From an optimization exercise on the open Yosys and OpenROAD flow, aimed at small area; shortcuts taken in it are not production practice.
Only simulation tests tie the RTL to the original design; equivalence was not proved.
No driver is modelled on the clock port, so clocking that relies on it looks cheaper here than on a real chip.
Power figures rest on the tool's default switching activity, not on a simulated workload.

===== flow/run.sh =====
#!/bin/bash
# Layout flow: the standard synthesis, then the combinational logic is replaced by a
# hand-mapped netlist (flow/gen_netlist.py) that keeps the standard synthesis's flip-flops
# (same instance names and cell types) and has its own buffer on every port; then the standard flow's
# standard layout from that netlist, with a lighter clock tree (no dummy loads, smaller
# buffers; flow/clk_leaf_fix.tcl upsizes the leaf buffers with the slowest clock-pin slews).
set -euo pipefail
R=orfs/results/sky130hd/regfile_mp/base
bash standard.sh synth > synth_standard.log 2>&1
cp $R/1_2_yosys.v std_1_2_yosys.v
python3 flow/gen_netlist.py gen_netlist.v std_1_2_yosys.v > gen_netlist.log 2>&1
cp gen_netlist.v $R/1_2_yosys.v
rm -f $R/1_synth.odb $R/1_synth.sdc
bash standard.sh finish DONT_BUFFER_PORTS=1 POST_CTS_TCL=$PWD/flow/clk_leaf_fix.tcl \
  "CTS_ARGS=-sink_clustering_enable -repair_clock_nets -dont_use_dummy_load -buf_list sky130_fd_sc_hd__clkbuf_8 -sink_clustering_size 16 -sink_clustering_max_diameter 80" \
  > layout_standard.log 2>&1

===== flow/clk_leaf_fix.tcl =====
set thr 0.110
set big [lindex [get_lib_cells */sky130_fd_sc_hd__clkbuf_16] 0]
estimate_parasitics -placement
set n 0
foreach inst [get_cells clkbuf_leaf_*] {
  set out [get_pins -of_objects $inst -filter "direction==output"]
  set worst 0
  foreach p [get_pins -of_objects [get_nets -of_objects $out] -filter "direction==input"] {
    set s [get_property $p slew_max]
    if {$s > $worst} { set worst $s }
  }
  if {$worst > $thr && [get_property $inst ref_name] ne "sky130_fd_sc_hd__clkbuf_16"} {
    puts "clk_leaf_fix: upsize [get_full_name $inst] ([get_property $inst ref_name], slew $worst)"
    replace_cell $inst $big
    incr n
  }
}
puts "clk_leaf_fix: upsized $n leaf buffers"
if {$n > 0} {
  detailed_placement
  estimate_parasitics -placement
}

===== flow/gen_netlist.py =====
#!/usr/bin/env python3
"""Write a hand-mapped sky130hd netlist for regfile_mp (the v1 RTL encoding).

usage: gen_netlist.py OUT.v [STD_NETLIST.v]
If STD_NETLIST.v (the standard synthesis netlist) is given, check that it has
exactly the same flip-flops (instance names and cell types) as the generated one.
"""
import re, sys

P = 'sky130_fd_sc_hd__'
cells = []      # (type, name, {pin: net})
wires = set()
DBG = 3
SZ = {}         # optional drive overrides by role

def esc(n):
    return n if re.fullmatch(r'[A-Za-z_][A-Za-z0-9_]*', n) else '\\' + n + ' '

def netref(n):
    return n if re.fullmatch(r'[a-z_]+\[\d+\]', n) else esc(n)

def cell(t, name, **pins):
    for v in pins.values():
        if not re.match(r'(clk|rst_n|stall|raddr|wen|waddr|wdata|rdata|dbg_val|wr_conflict)\b', v):
            wires.add(v)
    cells.append((t, name, pins))

def size(role, default):
    return SZ.get(role, default)

ff = {}  # instance name -> type

def flop(t, name, d, q, reset=None):
    pins = dict(CLK='clk', D=d, Q=q)
    if reset:
        pins['RESET_B'] = reset
    cell(t, name, **pins)
    ff[name] = P + t

def gen():
    # ---- port buffers: every input (but clk) and every output gets its own buffer ----
    IN = {}
    def ibuf(port, t='buf_1'):
        n = 'i_' + re.sub(r'[^A-Za-z0-9]', '_', port).strip('_')
        cell(t, 'ib_' + n[2:], A=port, X=n)
        IN[port] = n
        return n
    for k in range(64):
        ibuf(f'wdata[{k}]', size('wdbuf', 'buf_2'))
    for k in range(10):
        ibuf(f'waddr[{k}]'); ibuf(f'raddr[{k}]')
    ibuf('wen[0]'); ibuf('wen[1]')
    ibuf('stall', size('stbuf', 'buf_2'))
    ibuf('rst_n', size('rstbuf', 'buf_4'))
    RST = IN['rst_n']
    OUT = {}
    def obuf(port):
        n = 'o_' + re.sub(r'[^A-Za-z0-9]', '_', port).strip('_')
        cell(size('obuf', 'buf_1'), 'ob_' + n[2:], A=n, X=port)
        OUT[port] = n
        return n

    wd = [[IN[f'wdata[{32*j+b}]'] for b in range(32)] for j in range(2)]
    wa = [[IN[f'waddr[{5*j+k}]'] for k in range(5)] for j in range(2)]
    ra = [[IN[f'raddr[{5*j+k}]'] for k in range(5)] for j in range(2)]
    stall = IN['stall']
    cell('buf_4', 'u_stall_hold', A=stall, X='stall_hold')
    # complemented address bits
    for nm, grp in (('wa', wa), ('ra', ra)):
        for j in range(2):
            for k in range(5):
                cell('inv_1', f'u_{nm}{j}_n{k}', A=grp[j][k], Y=f'{nm}{j}_n{k}')
    for j in range(2):
        cell('inv_1', f'u_nwen{j}', A=IN[f'wen[{j}]'], Y=f'nwen{j}')

    def nlit(nm, j, k, v, grp):
        # the complement of the literal (bit k == v)
        return f'{nm}{j}_n{k}' if v else grp[j][k]

    # predecode, active-high: low lines (bits 1:0), high lines (bits 4:2, gated)
    def predecode(nm, grp, j, ngate):
        for k in range(4):
            cell('nor2_1', f'u_{nm}{j}_pl{k}', A=nlit(nm, j, 0, k & 1, grp), B=nlit(nm, j, 1, (k >> 1) & 1, grp),
                 Y=f'{nm}{j}_l{k}')
        for m in range(8):
            cell('nor4_1', f'u_{nm}{j}_ph{m}', A=ngate, B=nlit(nm, j, 2, m & 1, grp), C=nlit(nm, j, 3, (m >> 1) & 1, grp),
                 D=nlit(nm, j, 4, (m >> 2) & 1, grp), Y=f'{nm}{j}_h{m}')
    predecode('wa', wa, 0, 'nwen0')
    predecode('wa', wa, 1, 'nwen1')
    predecode('ra', ra, 0, stall)
    predecode('ra', ra, 1, stall)

    # ---- write selects per register (strong inverting drivers for the 32-bit fanout) ----
    DRV = size('drv', 'inv_2')
    for a in range(1, 32):
        l, h = a & 3, a >> 2
        cell('nand2_1', f'u_nd0_{a}', A=f'wa0_l{l}', B=f'wa0_h{h}', Y=f'nd0_{a}')      # ~dec0
        cell('nand2_1', f'u_nd1_{a}', A=f'wa1_l{l}', B=f'wa1_h{h}', Y=f'nd1_{a}')      # ~dec1
        cell(DRV, f'u_s0_{a}', A=f'nd0_{a}', Y=f's0_{a}')
        cell('nand3_1', f'u_ns1_{a}', A=f'wa1_l{l}', B=f'wa1_h{h}', C=f'nd0_{a}', Y=f'ns1_{a}')  # ~(dec1 & ~dec0)
        cell(DRV, f'u_s1_{a}', A=f'ns1_{a}', Y=f's1_{a}')
        cell('nand2_1', f'u_we_{a}', A=f'nd0_{a}', B=f'nd1_{a}', Y=f'we_{a}')         # dec0 | dec1
        cell(DRV, f'u_h_{a}', A=f'we_{a}', Y=f'h_{a}')

    # ---- storage ----
    for a in range(1, 32):
        for b in range(32):
            if a == DBG:
                q = obuf(f'dbg_val[{b}]')
                cell('a222oi_1', f'u_w_{a}_{b}', A1=f's0_{a}', A2=wd[0][b], B1=f's1_{a}', B2=wd[1][b],
                     C1=f'h_{a}', C2=q, Y=f'wn_{a}_{b}')
                cell('inv_1', f'u_wi_{a}_{b}', A=f'wn_{a}_{b}', Y=f'wd_{a}_{b}')
                flop('dfrtp_1', f'g_reg[{a}].genblk1.g_dbg.q[{b}]$_DFF_PN0_', f'wd_{a}_{b}', q, reset=RST)
            else:
                q = f'q_{a}_{b}'
                cell('a222oi_1', f'u_w_{a}_{b}', A1=f's0_{a}', A2=wd[0][b], B1=f's1_{a}', B2=wd[1][b],
                     C1=f'h_{a}', C2=q, Y=f'wd_{a}_{b}')
                flop('dfxtp_1', f'g_reg[{a}].genblk1.g_plain.q[{b}]$_DFF_P_', f'wd_{a}_{b}', q)
        if a != DBG:
            cell('nor2_1', f'u_pn_{a}', A=f'we_{a}', B=f'pn_{a}', Y=f'pd_{a}')
            flop('dfxtp_1', f'g_reg[{a}].genblk1.g_plain.pn$_DFF_P_', f'pd_{a}', f'pn_{a}')
            cell('nand2b_1', f'u_vn_{a}', A_N=f'v_{a}', B=f'h_{a}', Y=f'vd_{a}')
            flop('dfrtp_1', f'g_reg[{a}].genblk1.g_plain.v$_DFF_PN0_', f'vd_{a}', f'v_{a}', reset=RST)

    # ---- read ports ----
    for i in range(2):
        sel = {}
        for a in range(1, 32):
            l, h = a & 3, a >> 2
            if a == DBG:
                cell('nand2_1', f'u_nrs{i}_{a}', A=f'ra{i}_l{l}', B=f'ra{i}_h{h}', Y=f'nrs{i}_{a}')
            else:
                cell('nand3_1', f'u_nrs{i}_{a}', A=f'ra{i}_l{l}', B=f'ra{i}_h{h}', C=f'v_{a}', Y=f'nrs{i}_{a}')
            cell(DRV, f'u_rs{i}_{a}', A=f'nrs{i}_{a}', Y=f'rs{i}_{a}')
            sel[a] = f'rs{i}_{a}'
        # polarity of the selected register, from the lightly loaded active-low selects:
        # pe = OR over a != 3 of (~nrs[a] & ~pn[a]); o22ai gives the OR of two such terms.
        pa = [a for a in range(1, 32) if a != DBG]
        ys = []
        for g in range(15):
            t = pa[2 * g:2 * g + 2]
            cell('o22ai_1', f'u_pe{i}_{g}', A1=f'nrs{i}_{t[0]}', A2=f'pn_{t[0]}', B1=f'nrs{i}_{t[1]}', B2=f'pn_{t[1]}',
                 Y=f'pe{i}_y{g}')
            ys.append(f'pe{i}_y{g}')
        zs = []
        for g in range(4):
            t = ys[4 * g:4 * g + 4]
            if len(t) == 4:
                cell('nor4_1', f'u_pe{i}_z{g}', A=t[0], B=t[1], C=t[2], D=t[3], Y=f'pe{i}_z{g}')
            else:
                cell('nor3_1', f'u_pe{i}_z{g}', A=t[0], B=t[1], C=t[2], Y=f'pe{i}_z{g}')
            zs.append(f'pe{i}_z{g}')
        cell('nand4_1', f'u_pe{i}_o', A=zs[0], B=zs[1], C=zs[2], D=zs[3], Y=f'pe{i}_o')
        cell(size('pedrv', 'buf_4'), f'u_pe{i}_b', A=f'pe{i}_o', X=f'pe{i}')
        for b in range(32):
            rq = obuf(f'rdata[{32*i+b}]')
            terms = [(sel[a], (OUT[f'dbg_val[{b}]'] if a == DBG else f'q_{a}_{b}')) for a in range(1, 32)]
            terms.append(('stall_hold', rq))
            outs = []
            for g in range(11):
                t = terms[3 * g:3 * g + 3]
                nm = f'u_r{i}_{b}_{g}'
                if len(t) == 3:
                    cell('a222oi_1', nm, A1=t[0][0], A2=t[0][1], B1=t[1][0], B2=t[1][1], C1=t[2][0], C2=t[2][1],
                         Y=f'r{i}_{b}_n{g}')
                else:
                    cell('a22oi_1', nm, A1=t[0][0], A2=t[0][1], B1=t[1][0], B2=t[1][1], Y=f'r{i}_{b}_n{g}')
                outs.append(f'r{i}_{b}_n{g}')
            cell('nand4_1', f'u_r{i}_{b}_x0', A=outs[0], B=outs[1], C=outs[2], D=outs[3], Y=f'r{i}_{b}_o0')
            cell('nand4_1', f'u_r{i}_{b}_x1', A=outs[4], B=outs[5], C=outs[6], D=outs[7], Y=f'r{i}_{b}_o1')
            cell('nand3_1', f'u_r{i}_{b}_x2', A=outs[8], B=outs[9], C=outs[10], Y=f'r{i}_{b}_o2')
            cell('nor3_1', f'u_r{i}_{b}_y', A=f'r{i}_{b}_o0', B=f'r{i}_{b}_o1', C=f'r{i}_{b}_o2', Y=f'r{i}_{b}_t')
            # rd_d = OR ^ pe = xnor(~OR, pe)
            cell('xnor2_1', f'u_r{i}_{b}_z', A=f'r{i}_{b}_t', B=f'pe{i}', Y=f'rd{i}_{b}')
            flop('dfrtp_1', f'rd_q[{i}][{b}]$_DFF_PN0_', f'rd{i}_{b}', rq, reset=RST)

    # ---- write conflict: wen0 & wen1 & wa0 != 0 & wa0 == wa1 ----
    for k in range(5):
        cell('xnor2_1', f'u_cf_e{k}', A=wa[0][k], B=wa[1][k], Y=f'cf_e{k}')
    cell('nor4_1', 'u_cf_z', A=wa[0][0], B=wa[0][1], C=wa[0][2], D=wa[0][3], Y='cf_z')   # low 4 bits all zero
    cell('inv_1', 'u_cf_zi', A='cf_z', Y='cf_z_n')
    cell('nor2_1', 'u_cf_en', A='nwen0', B='nwen1', Y='cf_en')
    cell('o21ai_1', 'u_cf_a', A1='cf_z_n', A2=wa[0][4], B1='cf_en', Y='cf_na')           # ~(nz & en)
    cell('nand4_1', 'u_cf_b', A='cf_e0', B='cf_e1', C='cf_e2', D='cf_e3', Y='cf_nb')
    cell('nor3b_1', 'u_cf_c', A='cf_na', B='cf_nb', C_N='cf_e4', Y='cf_d')
    flop('dfrtp_1', 'conflict_q$_DFF_PN0_', 'cf_d', obuf('wr_conflict'), reset=RST)

def write(out):
    L = []
    L.append('module regfile_mp(clk, rst_n, stall, raddr, rdata, wen, waddr, wdata, dbg_val, wr_conflict);')
    L.append('  input clk; input rst_n; input stall; input [9:0] raddr; output [63:0] rdata; input [1:0] wen;')
    L.append('  input [9:0] waddr; input [63:0] wdata; output [31:0] dbg_val; output wr_conflict;')
    for w in sorted(wires):
        L.append(f'  wire {esc(w)};')
    for t, name, pins in cells:
        pp = ', '.join(f'.{p}({netref(n)})' for p, n in pins.items())
        L.append(f'  {P}{t} {esc(name)} ({pp});')
    L.append('endmodule')
    open(out, 'w').write('\n'.join(L) + '\n')

def check(std):
    txt = open(std).read()
    got = {}
    for m in re.finditer(r'^\s*(sky130_fd_sc_hd__\w+)\s+(\\\S+|\w+)\s*\(', txt, re.M):
        t, n = m.group(1), m.group(2)
        if re.search(r'__(df|edf|sdf|dl|sedf)', t):
            got[n.lstrip('\\')] = t
    if got != ff:
        miss = set(ff) ^ set(got)
        diff = [n for n in set(ff) & set(got) if ff[n] != got[n]]
        sys.exit(f'flip-flop mismatch with standard synthesis: {sorted(miss)[:10]} {diff[:10]}')
    print(f'{len(ff)} flip-flops match the standard synthesis')

if __name__ == '__main__':
    gen()
    write(sys.argv[1])
    if len(sys.argv) > 2:
        check(sys.argv[2])
    area = {}
    print(f'{len(cells)} cells')

===== standard.sh =====
#!/bin/bash
# synth_recipe.tcl (not shown) runs the flow's synth.tcl, then flattens the netlist and writes it again
# the make line also repeats each setting of config.mk as NAME=value (left out here)
make -C /OpenROAD-flow-scripts/flow DESIGN_CONFIG=/design/flow/config.mk WORK_HOME=/design/flow/orfs CLKGATE_MAP_FILE= SYNTH_SCRIPT=/design/flow/synth_recipe.tcl "${@:-finish}"

===== config.mk =====
export PLATFORM = sky130hd
export DESIGN_NAME = regfile_mp
export DESIGN_NICKNAME = regfile_mp
export VERILOG_FILES = /design/flow/design.v
export SDC_FILE = /design/flow/constraint.sdc
export NUM_CORES = 8
export LEC_CHECK = 0
export CAP_MARGIN = 20
export CELL_PAD_IN_SITES_DETAIL_PLACEMENT = 1
export CELL_PAD_IN_SITES_GLOBAL_PLACEMENT = 2
export CORE_MARGIN = 2
export CORE_UTILIZATION = 35
export GPL_TIMING_DRIVEN = 0
export PLACE_DENSITY = 0.6
export SLEW_MARGIN = 20

===== constraint.sdc =====
create_clock -name core_clock -period 5.0 [get_ports {clk}]
set_input_delay 1.0000 -clock core_clock [delete_from_list [all_inputs] [get_ports {clk}]]
set_output_delay 1.0000 -clock core_clock [all_outputs]
set_load 0.01 [all_outputs]

===== design.v =====
module regfile_mp #(
    parameter int DATA_W  = 32,
    parameter int ADDR_W  = 5,
    parameter int NRD     = 2,
    parameter int NWR     = 2,
    parameter int ZERO_R0 = 1,
    parameter int DBG_IDX = 3
) (
    input  logic                  clk,
    input  logic                  rst_n,
    input  logic                  stall,
    input  logic [NRD*ADDR_W-1:0] raddr,
    output logic [NRD*DATA_W-1:0] rdata,
    input  logic [NWR-1:0]        wen,
    input  logic [NWR*ADDR_W-1:0] waddr,
    input  logic [NWR*DATA_W-1:0] wdata,
    output logic [DATA_W-1:0]     dbg_val,
    output logic                  wr_conflict
);
    localparam int DEPTH = 32;
    localparam int DBG   = 3;
    logic [4:0]  wa0, wa1, ra0, ra1;
    logic [31:0] wd0, wd1;
    assign wa0 = waddr[4:0];
    assign wa1 = waddr[9:5];
    assign ra0 = raddr[4:0];
    assign ra1 = raddr[9:5];
    assign wd0 = wdata[31:0];
    assign wd1 = wdata[63:32];
    logic [DEPTH-1:0] s0, s1, hd, we;
    genvar g;
    generate
        for (g = 0; g < DEPTH; g++) begin : g_dec
            if (g == 0) begin : g_zero
                assign s0[g] = 1'b0;
                assign s1[g] = 1'b0;
            end else begin : g_nz
                assign s0[g] = wen[0] && (wa0 == 5'(g));
                assign s1[g] = wen[1] && (wa1 == 5'(g)) && !s0[g];
            end
            assign we[g] = s0[g] | s1[g];
            assign hd[g] = !we[g];
        end
    endgenerate
    logic conflict_d;
    assign conflict_d = wen[0] && wen[1] && (wa0 != 5'd0) && (wa0 == wa1);
    wire [31:0]      m   [DEPTH];
    wire [DEPTH-1:0] pol;
    wire [DEPTH-1:0] vld;
    generate
        for (g = 0; g < DEPTH; g++) begin : g_reg
            if (g == 0) begin : g_zero
                assign m[g]   = '0;
                assign pol[g] = 1'b0;
                assign vld[g] = 1'b0;
            end else if (g == DBG) begin : g_dbg
                logic [31:0] q;
                always_ff @(posedge clk or negedge rst_n) begin
                    if (!rst_n) q <= '0;
                    else        q <= ({32{s0[g]}} & wd0) | ({32{s1[g]}} & wd1) | ({32{hd[g]}} & q);
                end
                assign m[g]   = q;
                assign pol[g] = 1'b0;
                assign vld[g] = 1'b1;
            end else begin : g_plain
                logic [31:0] q;
                logic        pn, v;
                always_ff @(posedge clk) begin
                    q  <= ~(({32{s0[g]}} & wd0) | ({32{s1[g]}} & wd1) | ({32{hd[g]}} & q));
                    pn <= ~(we[g] | pn);
                end
                always_ff @(posedge clk or negedge rst_n) begin
                    if (!rst_n) v <= 1'b0;
                    else        v <= v | we[g];
                end
                assign m[g]   = q;
                assign pol[g] = ~pn;
                assign vld[g] = v;
            end
        end
    endgenerate
    logic [31:0] rd_q [2];
    logic [31:0] rd_d [2];
    logic [4:0]  ra   [2];
    assign ra[0] = ra0;
    assign ra[1] = ra1;
    always_comb begin
        for (int i = 0; i < 2; i++) begin
            logic [31:0] acc;
            logic        pe;
            acc = {32{stall}} & rd_q[i];
            pe  = 1'b0;
            for (int a = 1; a < DEPTH; a++) begin
                if (!stall && vld[a] && (ra[i] == 5'(a))) begin
                    acc = acc | m[a];
                    pe  = pe | pol[a];
                end
            end
            rd_d[i] = acc ^ {32{pe}};
        end
    end
    logic conflict_q;
    always_ff @(posedge clk or negedge rst_n) begin
        if (!rst_n) begin
            rd_q[0]    <= '0;
            rd_q[1]    <= '0;
            conflict_q <= 1'b0;
        end else begin
            rd_q[0]    <= rd_d[0];
            rd_q[1]    <= rd_d[1];
            conflict_q <= conflict_d;
        end
    end
    assign rdata       = {rd_q[1], rd_q[0]};
    assign dbg_val     = m[DBG];
    assign wr_conflict = conflict_q;
endmodule

==> flow_summary_export.csv <==
group,metric,value,unit
synth,syn-instance-count,3875,
pwr,ir_worst_vdd,0.219,mV
die,die_w,363,um
layout,drive_gt1_frac,0.0854,
clock_network,cts_tree,"yes",
clock_network,cts.sinks,1117,
timing,fin_crit_sh,0.820,
setup_path,path_max_fanout,32,
setup_path,cp.arrival,4800,ps
grt,grt_pass1_vias,51143,
timing,fin_setup_tns,0,ps
grt,gr-usage-all-layers,0.430,
grt,grt_max_degree,70,
timing,slew_violations,0,
pwr,power.density,479,mW/mm^2
setup_path,cp-start-kind,"primary input",
layout,syn2layout_area_growth,8.11,%
status,outcome,"timing/DRC/antenna clean",
pwr,power_leakage,19.6,nW
drt,totalWireLength,299,mm
setup_path,reg2regPathDepth,6,
placement,gp_congestion,0.864,
pwr,switching_share,0.347,
flow_run,maxCapViolations,0,
drt,drcViolationCount,0,
die,rows,131,
pwr,p_comb_frac,0.182,
drt,ant_nets,0,
pwr,clkPwrFrac,0.207,
clock_network,clk_latency,870,ps
worst_hold_path,hp-class,"in2async",
drt,via_per_inst,9.00,
drt,dr.pass1.iters,13,
timing,rsz0062_at_grt,"false",
placement,hpwlAfterDp,165,mm
clock_network,cts.clk_slew.worst_paths,110,ps
die,die_area,0.132,mm^2
setup_path,r2r-start,"g_reg[1].genblk1.g_plain.v$_DFF_PN0_",
pwr,internal-power,15.3,mW
setup_path,critPathKind,"in2reg",
synth,yosys_warnings,4,
setup_path,r2r-end,"rd_q[0][2]$_DFF_PN0_",
timing,fin_crit,4100,ps
placement,io_buffers,0,
grt,grt_pass1_wl,402,mm
timing,maxSlewHeadroom,0.117,
setup_path,endpoint_kind,"register",
die,coreArea,0.128,mm^2
grt,overflow,0,
layout,fin_util,0.382,
timing,setup_viol,0,
layout,final_area,0.0488,mm^2
timing,worst_pin_slew,1320,ps
drt,vias,50736,
pwr,switchingPower,8.12,mW
grt,antenna_found_initial,16,
timing,finalHoldViolCount,0,
drt,drt-initial-drc-count,17129,
synth,synth_area,0.0451,mm^2
setup_path,worstPathRequired,5700,ps
timing,fmax,244,MHz
synth,synth_nets,3964,
die,initial_core_util,0.353,
timing,finalClockSkew,79.1,ps
placement,postPlaceCellArea,0.0474,mm^2
synth,avgSynthCellArea,11.6,um^2
pwr,seq_power_share,0.611,
setup_path,r2r_slack,1450,ps
die,pin_count,186,
die,die_y,363,um
drt,routedWlPerCell,53.1,um
layout,nets,4062,
==> worst max path at each step <==
stage | startpoint | endpoint | slack [ps] | cells past startpoint
global placement | raddr[3] | rd_q[0][6]$_DFF_PN0_ | 510 | 9
floorplan | raddr[2] | rd_q[0][0]$_DFF_PN0_ | 2180 | 9
detailed placement | raddr[2] | rd_q[0][5]$_DFF_PN0_ | 400 | 9
global route | raddr[2] | rd_q[0][2]$_DFF_PN0_ | 910 | 9
finish | raddr[2] | rd_q[0][2]$_DFF_PN0_ | 900 | 9
==> registers in the layout, indices dropped and copies added, names as in the netlist <==
| signal | flops |
|---|---|
| conflict_q | 1 |
| g.genblk1.g_plain.q | 960 |
| g.genblk1.g_plain.pn | 30 |
| g.genblk1.g_dbg.q | 32 |
| rd_q | 64 |
| g.genblk1.g_plain.v | 30 |
==> stage by stage <==
stage | setup slack [ps] | power, mW | cells | hold slack (ps)
finish | 899 | 23.4 | 5639 | 75.1
global placement | 506 | 17.8 | 5537 | 411
global route | 910 | 24.2 | 5636 | 111
floorplan | 2180 | 16.5 | 3875 | 398
detailed placement | 400 | 18.4 | 5548 | 418
==> cell type report <==
| cell class | instances | area, um^2 |
|---|---|---|
| fill | 13714 | 78900 |
| sequential | 1117 | 23000 |
| multi-input combinational | 2360 | 20600 |
| tap | 1662 | 2080 |
| clock buffer | 82 | 1240 |
| buffer | 188 | 810 |
| inverter | 210 | 805 |
| timing repair buffer | 14 | 200 |
| antenna | 6 | 15.0 |
==> layout by cell type, fill, tap and decap left out, types with 10 or more instances in the layout <==
cell,n
a222oi_1,1632
clkbuf_8,72
dfrtp_1,127
nand4_1,131
nand2_1,95
clkbuf_16,10
o22ai_1,30
nand2b_1,30
clkinv_2,13
nor3_1,66
a22oi_1,64
dfxtp_1,990
nor2_1,41
inv_2,142
inv_1,55
xnor2_1,69
nor4_1,26
nand3_1,155
nor4_2,13
buf_2,68
buf_1,119
==> power groups by stage <==
stage               logic, mW  clock network (mW)  registers, mW
floorplan                2.95                   0           13.5
global placement         3.84                   0           14.0
detailed placement       4.09                   0           14.3
global route             4.48                5.16           14.6
finish                   4.25                4.84           14.3
==> worst max-delay path, stage by stage <==
cell      delay (ps)
buf_1            200
inv_1            140
nor4_1           980
nand3_1          270
inv_2            880
a222oi_1         280
nand4_1          650
nor3_1           170
xnor2_1          170
==> per-layer routing <==
layer  vias to the layer above  GRT usage  part of all wire
met5                         -    0.00218           0.00055
met4                        12      0.302             0.078
met3                      1120      0.158              0.15
met2                      5043      0.627              0.42
met1                     25741      0.522              0.36
li1                      18820          -                 -

static timing again, ports no longer ideal:
The flow's constraints put no driver on any port. The routed layout listed below was extracted and timed again, unchanged, in two steps. Step 1: set_driving_cell puts a clkbuf_16 on clk and a buf_2 on each other input, an assumption about the parent block. Step 2 also shifts input and output timing later by t, the mid clock arrival at the registers, as if the neighbouring blocks saw the same clock. Three values: no drivers, after step 1, after step 2; two values: the first two.
t (ns): 0.912
setup slack, ns: 0.899 / 0.960 / 0.047
worst setup path at the end: input to register
After both steps setup and hold are still met in this run. The setup slack of this run moves by +0.061 ns with the drivers and by -0.852 ns with both steps.
